This is an optimization exercise on Yosys and OpenROAD, whose aim is small area and a short achievable clock period, not a production implementation. In this exercise RTL edits were held to simulation tests only and were not proved equivalent to the original.

## xenon
// fm_receiver
module fm_receiver #(
  parameter int FRAME_LEN = 16
) (
  input  logic        ap_clk,
  input  logic        ap_rst_n,
  input  logic        ap_start,
  output logic        ap_done,
  output logic        ap_idle,
  output logic        ap_ready,
  input  logic [31:0] iq_in_V_TDATA,
  input  logic        iq_in_V_TVALID,
  output logic        iq_in_V_TREADY,
  output logic [31:0] audio_out_V_TDATA,
  output logic        audio_out_V_TVALID,
  input  logic        audio_out_V_TREADY,
  output logic [3:0]  led_out_V,
  input  logic [5:0]  s_axi_API_AWADDR,
  input  logic        s_axi_API_AWVALID,
  output logic        s_axi_API_AWREADY,
  input  logic [31:0] s_axi_API_WDATA,
  input  logic        s_axi_API_WVALID,
  output logic        s_axi_API_WREADY,
  output logic [1:0]  s_axi_API_BRESP,
  output logic        s_axi_API_BVALID,
  input  logic        s_axi_API_BREADY,
  input  logic [5:0]  s_axi_API_ARADDR,
  input  logic        s_axi_API_ARVALID,
  output logic        s_axi_API_ARREADY,
  output logic [31:0] s_axi_API_RDATA,
  output logic [1:0]  s_axi_API_RRESP,
  output logic        s_axi_API_RVALID,
  input  logic        s_axi_API_RREADY
);
  localparam int CW = $clog2(FRAME_LEN + 1);
  localparam logic [CW-1:0] LEN_C  = CW'(FRAME_LEN);
  typedef enum logic [1:0] {S_IDLE, S_RUN, S_DONE} state_t;
  state_t state, state_nxt;
  logic   start, frame_end, running;
  logic [CW-1:0]      in_cnt;
  logic [15:0]        prev_i, prev_q, cur_i, cur_q;
  logic [32:0]        cs_p;
  logic [31:0]        cs_g;
  logic [4:0]         out_shift;
  logic               out_mute, out_new, out_any, out_zero;
  logic               sat_hit, out_keep;
  logic [16:0]        ov_mask;
  logic [15:0]        sample;
  ...
clock: 11.0 ns
lec_check: 0
cap_margin: 20
core_margin: 2
core_utilization: 60
cts_cluster_diameter: 150
cts_cluster_size: 40
place_density: 0.72
setup_slack_margin: 5
slew_margin: 20
synth_hierarchical: 1
standard.sh (not shown) runs the stock make flow with config.mk's settings and CLKGATE_MAP_FILE= SYNTH_SCRIPT=/design/flow/synth_recipe.tcl, a recipe that flattens the netlist after the stock synthesis.
==> flow/flow/run.sh <==
#!/bin/bash
# The standard layout, with the ports buffered by plain buffers instead of the delay cells
# buffer_ports picks by default.
set -euo pipefail
bash standard.sh BUFFER_PORTS_ARGS="-buffer_cell sky130_fd_sc_hd__buf_2" finish > flow_standard.log 2>&1
xenon: flow completed, timing, DRC and antenna clean
Modified inputs, fjord compared to xenon
# xenon
export LEC_CHECK = 0
export CAP_MARGIN = 20
export CORE_MARGIN = 2
export CORE_UTILIZATION = 60
export CTS_CLUSTER_DIAMETER = 150
export CTS_CLUSTER_SIZE = 40
export PLACE_DENSITY = 0.72
export SETUP_SLACK_MARGIN = 5
export SLEW_MARGIN = 20
export SYNTH_HIERARCHICAL = 1
create_clock -name core_clock -period 11.0 [get_ports {ap_clk}]
# fjord
export LEC_CHECK = 0
export CAP_MARGIN = 20
export CORE_MARGIN = 2
export CORE_UTILIZATION = 55
export PLACE_DENSITY = 0.6
export SETUP_SLACK_MARGIN = 5
export SLEW_MARGIN = 20
export SYNTH_HIERARCHICAL = 1
create_clock -name core_clock -period 11.0 [get_ports {ap_clk}]
Diff xenon -> fjord: count of buffers not belonging to the clock network in the layout decreased 8; routed wire length per instance picked up an extra about 1.4%.
The following lists how raven was set up differently from fjord:
# fjord
export LEC_CHECK = 0
export CAP_MARGIN = 20
export CORE_MARGIN = 2
export CORE_UTILIZATION = 55
export PLACE_DENSITY = 0.6
export SETUP_SLACK_MARGIN = 5
export SLEW_MARGIN = 20
export SYNTH_HIERARCHICAL = 1
create_clock -name core_clock -period 11.0 [get_ports {ap_clk}]
# raven
export LEC_CHECK = 0
export CAP_MARGIN = 20
export CORE_MARGIN = 2
export CORE_UTILIZATION = 60
export PLACE_DENSITY = 0.72
export SLEW_MARGIN = 20
export SYNTH_HIERARCHICAL = 1
create_clock -name core_clock -period 11.0 [get_ports {ap_clk}]
==> flow/flow/run.sh <==
#!/bin/bash
# The standard layout, with the ports buffered by plain buffers instead of the delay cells
# buffer_ports picks by default.
set -euo pipefail
bash standard.sh BUFFER_PORTS_ARGS="-buffer_cell sky130_fd_sc_hd__buf_2" SETUP_SLACK_MARGIN=5.5 finish > flow_standard.log 2>&1
Notes after the runs:
Taking fjord as the reference, in raven flip-flop and latch share of the layout cell area has decreased; clock skew has decreased.
#### Input delta (nickel over raven)
# raven
export LEC_CHECK = 0
export CAP_MARGIN = 20
export CORE_MARGIN = 2
export CORE_UTILIZATION = 60
export PLACE_DENSITY = 0.72
export SLEW_MARGIN = 20
export SYNTH_HIERARCHICAL = 1
create_clock -name core_clock -period 11.0 [get_ports {ap_clk}]
# nickel
export LEC_CHECK = 0
export CAP_MARGIN = 20
export CORE_MARGIN = 2
export CORE_UTILIZATION = 40
export SETUP_SLACK_MARGIN = 5
export SLEW_MARGIN = 20
export SYNTH_HIERARCHICAL = 1
create_clock -name core_clock -period 11.0 [get_ports {ap_clk}]
==> flow/flow/run.sh <==
#!/bin/bash
# The standard layout, with the ports buffered by plain buffers instead of the delay cells
# buffer_ports picks by default.
set -euo pipefail
bash standard.sh BUFFER_PORTS_ARGS="-buffer_cell sky130_fd_sc_hd__buf_2" finish > flow_standard.log 2>&1
==> results.txt <==
- nickel vs raven: post-DP HPWL up
- nickel against raven: worst hold slack was more or less identical; maximum clock rate went down by about 3.5%; routed metal-1 wire length went up by 2700 um; required time at the worst-slack endpoint went up by 2.42 ns.
- Re sequential cell count: no difference whatsoever between nickel and raven.
diff inputs: nickel => pepper
# nickel
export LEC_CHECK = 0
export CAP_MARGIN = 20
export CORE_MARGIN = 2
export CORE_UTILIZATION = 40
export SETUP_SLACK_MARGIN = 5
export SLEW_MARGIN = 20
export SYNTH_HIERARCHICAL = 1
create_clock -name core_clock -period 11.0 [get_ports {ap_clk}]
# pepper
export LEC_CHECK = 0
export CAP_MARGIN = 5
export CORE_MARGIN = 2
export CORE_UTILIZATION = 60
export PLACE_DENSITY = 0.72
export SETUP_SLACK_MARGIN = 5
export SLEW_MARGIN = 5
export SYNTH_HIERARCHICAL = 1
create_clock -name core_clock -period 11.0 [get_ports {ap_clk}]
Results
- Looking at final weighted congestion in routability-driven placement, pepper sits above nickel.
- Any difference in minimum setup slack among reg-to-reg paths between nickel and pepper is small enough to ignore.
- pepper: length of routed wiring on met1 is about 12% lower than what nickel reported.
- Cmp pepper and nickel / total wirelength of the detailed-routed design / lower: pepper
Input-level comparison between ember and pepper:
# pepper
export LEC_CHECK = 0
export CAP_MARGIN = 5
export CORE_MARGIN = 2
export CORE_UTILIZATION = 60
export PLACE_DENSITY = 0.72
export SETUP_SLACK_MARGIN = 5
export SLEW_MARGIN = 5
export SYNTH_HIERARCHICAL = 1
create_clock -name core_clock -period 11.0 [get_ports {ap_clk}]
# ember
export LEC_CHECK = 0
export CAP_MARGIN = 20
export CORE_MARGIN = 2
export CORE_UTILIZATION = 70
export PLACE_DENSITY = 0.82
export SETUP_SLACK_MARGIN = 5
export SLEW_MARGIN = 20
export SYNTH_HIERARCHICAL = 1
create_clock -name core_clock -period 11.0 [get_ports {ap_clk}]
--- outcome ---
Going from pepper to ember, hold slack climbed 0.024 ns; non-clock buffer count dropped 13; row count dropped about 7%; maximum number of pins on one net before global-route repair climbed 7. There was hardly any difference in share of the clock period used by the worst path between ember and pepper. Taking pepper as the reference point, the cell area reported after detailed placement of ember falls by about 0.4%. The run showing the smaller worst setup slack after layout is ember. Vias: ember above pepper.

fm_receiver again, from the RTL that the note above started with.
==> flow/config.mk <==
export PLATFORM = sky130hd
export DESIGN_NAME = fm_receiver
export DESIGN_NICKNAME = fm_receiver
export VERILOG_FILES = /design/flow/design.v
export SDC_FILE = /design/flow/constraint.sdc
export NUM_CORES = 4
export LEC_CHECK = 0
export CAP_MARGIN = 20
export CORE_MARGIN = 2
export CORE_UTILIZATION = 60
export PLACE_DENSITY = 0.72
export SETUP_SLACK_MARGIN = 5
export SLEW_MARGIN = 20
export SYNTH_HIERARCHICAL = 1
==> flow/constraint.sdc <==
create_clock -name core_clock -period 11.0 [get_ports {ap_clk}]
set_input_delay 2.2000 -clock core_clock [delete_from_list [all_inputs] [get_ports {ap_clk}]]
set_output_delay 2.2000 -clock core_clock [all_outputs]
set_load 0.01 [all_outputs]
==> flow/flow/run.sh <==
#!/bin/bash
# The standard layout, with the ports buffered by plain buffers instead of the delay cells
# buffer_ports picks by default.
set -euo pipefail
bash standard.sh BUFFER_PORTS_ARGS="-buffer_cell sky130_fd_sc_hd__buf_2" finish > flow_standard.log 2>&1
The first run produced a clean layout.
Then changed:
==> flow/flow/run.sh (replaced) <==
#!/bin/bash
# The standard layout, with the ports buffered by plain buffers instead of the delay cells
# buffer_ports picks by default.
set -euo pipefail
bash standard.sh BUFFER_PORTS_ARGS="-buffer_cell sky130_fd_sc_hd__buf_1" finish > flow_standard.log 2>&1
After rerunning: Cell count increases by about 0.37%. Utilization decreases by 0.28 points. Global-route usage decreases by 0.20 points. Design area decreases by 0.42%. Via count increases by 1.3%. Register-to-register slack is worse by 0.51 ns. Non-clock buffer count increases by 11.
Then changed:
==> flow/flow/run.sh (replaced) <==
#!/bin/bash
# The standard layout, with the ports buffered by plain buffers instead of the delay cells
# buffer_ports picks by default.
set -euo pipefail
bash standard.sh BUFFER_PORTS_ARGS="-buffer_cell sky130_fd_sc_hd__buf_2" finish > flow_standard.log 2>&1
--- a/flow/config.mk
+++ b/flow/config.mk
@@ -8,7 +8,6 @@
 export CAP_MARGIN = 20
 export CORE_MARGIN = 2
-export CORE_UTILIZATION = 60
-export PLACE_DENSITY = 0.72
-export SETUP_SLACK_MARGIN = 5
+export CORE_UTILIZATION = 40
+export SETUP_SLACK_MARGIN = 4.5
 export SLEW_MARGIN = 20
 export SYNTH_HIERARCHICAL = 1
Result:
- die area rose by 49%
- core utilization fell by 23 points
- clock-buffer cell count rose by 1
- cell area fell by 0.53%
- register-to-register slack is better by 0.49 ns
- routed wire length rose by 3.7%

## afterwards: timing with drivers on the ports
No port has a modelled driver above. Below, the same layouts with a new extraction and two added sets of constraints. Step 1 sets driving cells, clkbuf_16 on the clock port and buf_2 on the other inputs (assumed; they add their load-dependent delay and slew). Step 2 also shifts input and output timing later by t, the mid clock arrival at the registers, as if the neighbouring blocks saw the same clock. a / b / c = no drivers / after step 1 / after step 2; a / b = the first two.
run | t (ns) | setup WS [ns] | worst hold slack (ns) | worst register clock-pin slew, ns | pins driven straight from the clock port
xenon | 0.512 | 5.083 / 5.109 / 4.608 | 0.458 / 0.458 / 0.458 | 0.10 / 0.10 | 1
fjord | 0.522 | 5.023 / 5.056 / 4.533 | 0.458 / 0.458 / 0.458 | 0.09 / 0.09 | 1
raven | 0.503 | 5.245 / 5.191 / 4.769 | 0.458 / 0.458 / 0.458 | 0.08 / 0.08 | 1
nickel | 0.526 | 5.038 / 5.067 / 4.545 | 0.460 / 0.460 / 0.460 | 0.08 / 0.08 | 1
pepper | 0.508 | 5.055 / 5.090 / 4.582 | 0.457 / 0.457 / 0.457 | 0.10 / 0.10 | 1
ember | 0.494 | 5.047 / 5.054 / 4.585 | 0.481 / 0.481 / 0.481 | 0.09 / 0.09 | 1
the first run of note 2 | 0.512 | 5.083 / 5.109 / 4.608 | 0.458 / 0.458 / 0.458 | 0.10 / 0.10 | 1
the second run of note 2 | 0.505 | 5.059 / 5.088 / 4.583 | 0.459 / 0.459 / 0.459 | 0.09 / 0.09 | 1
the third run of note 2 | 0.528 | 4.676 / 4.622 / 4.511 | 0.460 / 0.460 / 0.460 | 0.08 / 0.08 | 1
After both steps every run listed still meets setup and hold. For nickel, which loses most, drivers alone change the setup slack by +0.029 ns; drivers and shift together by -0.493 ns.
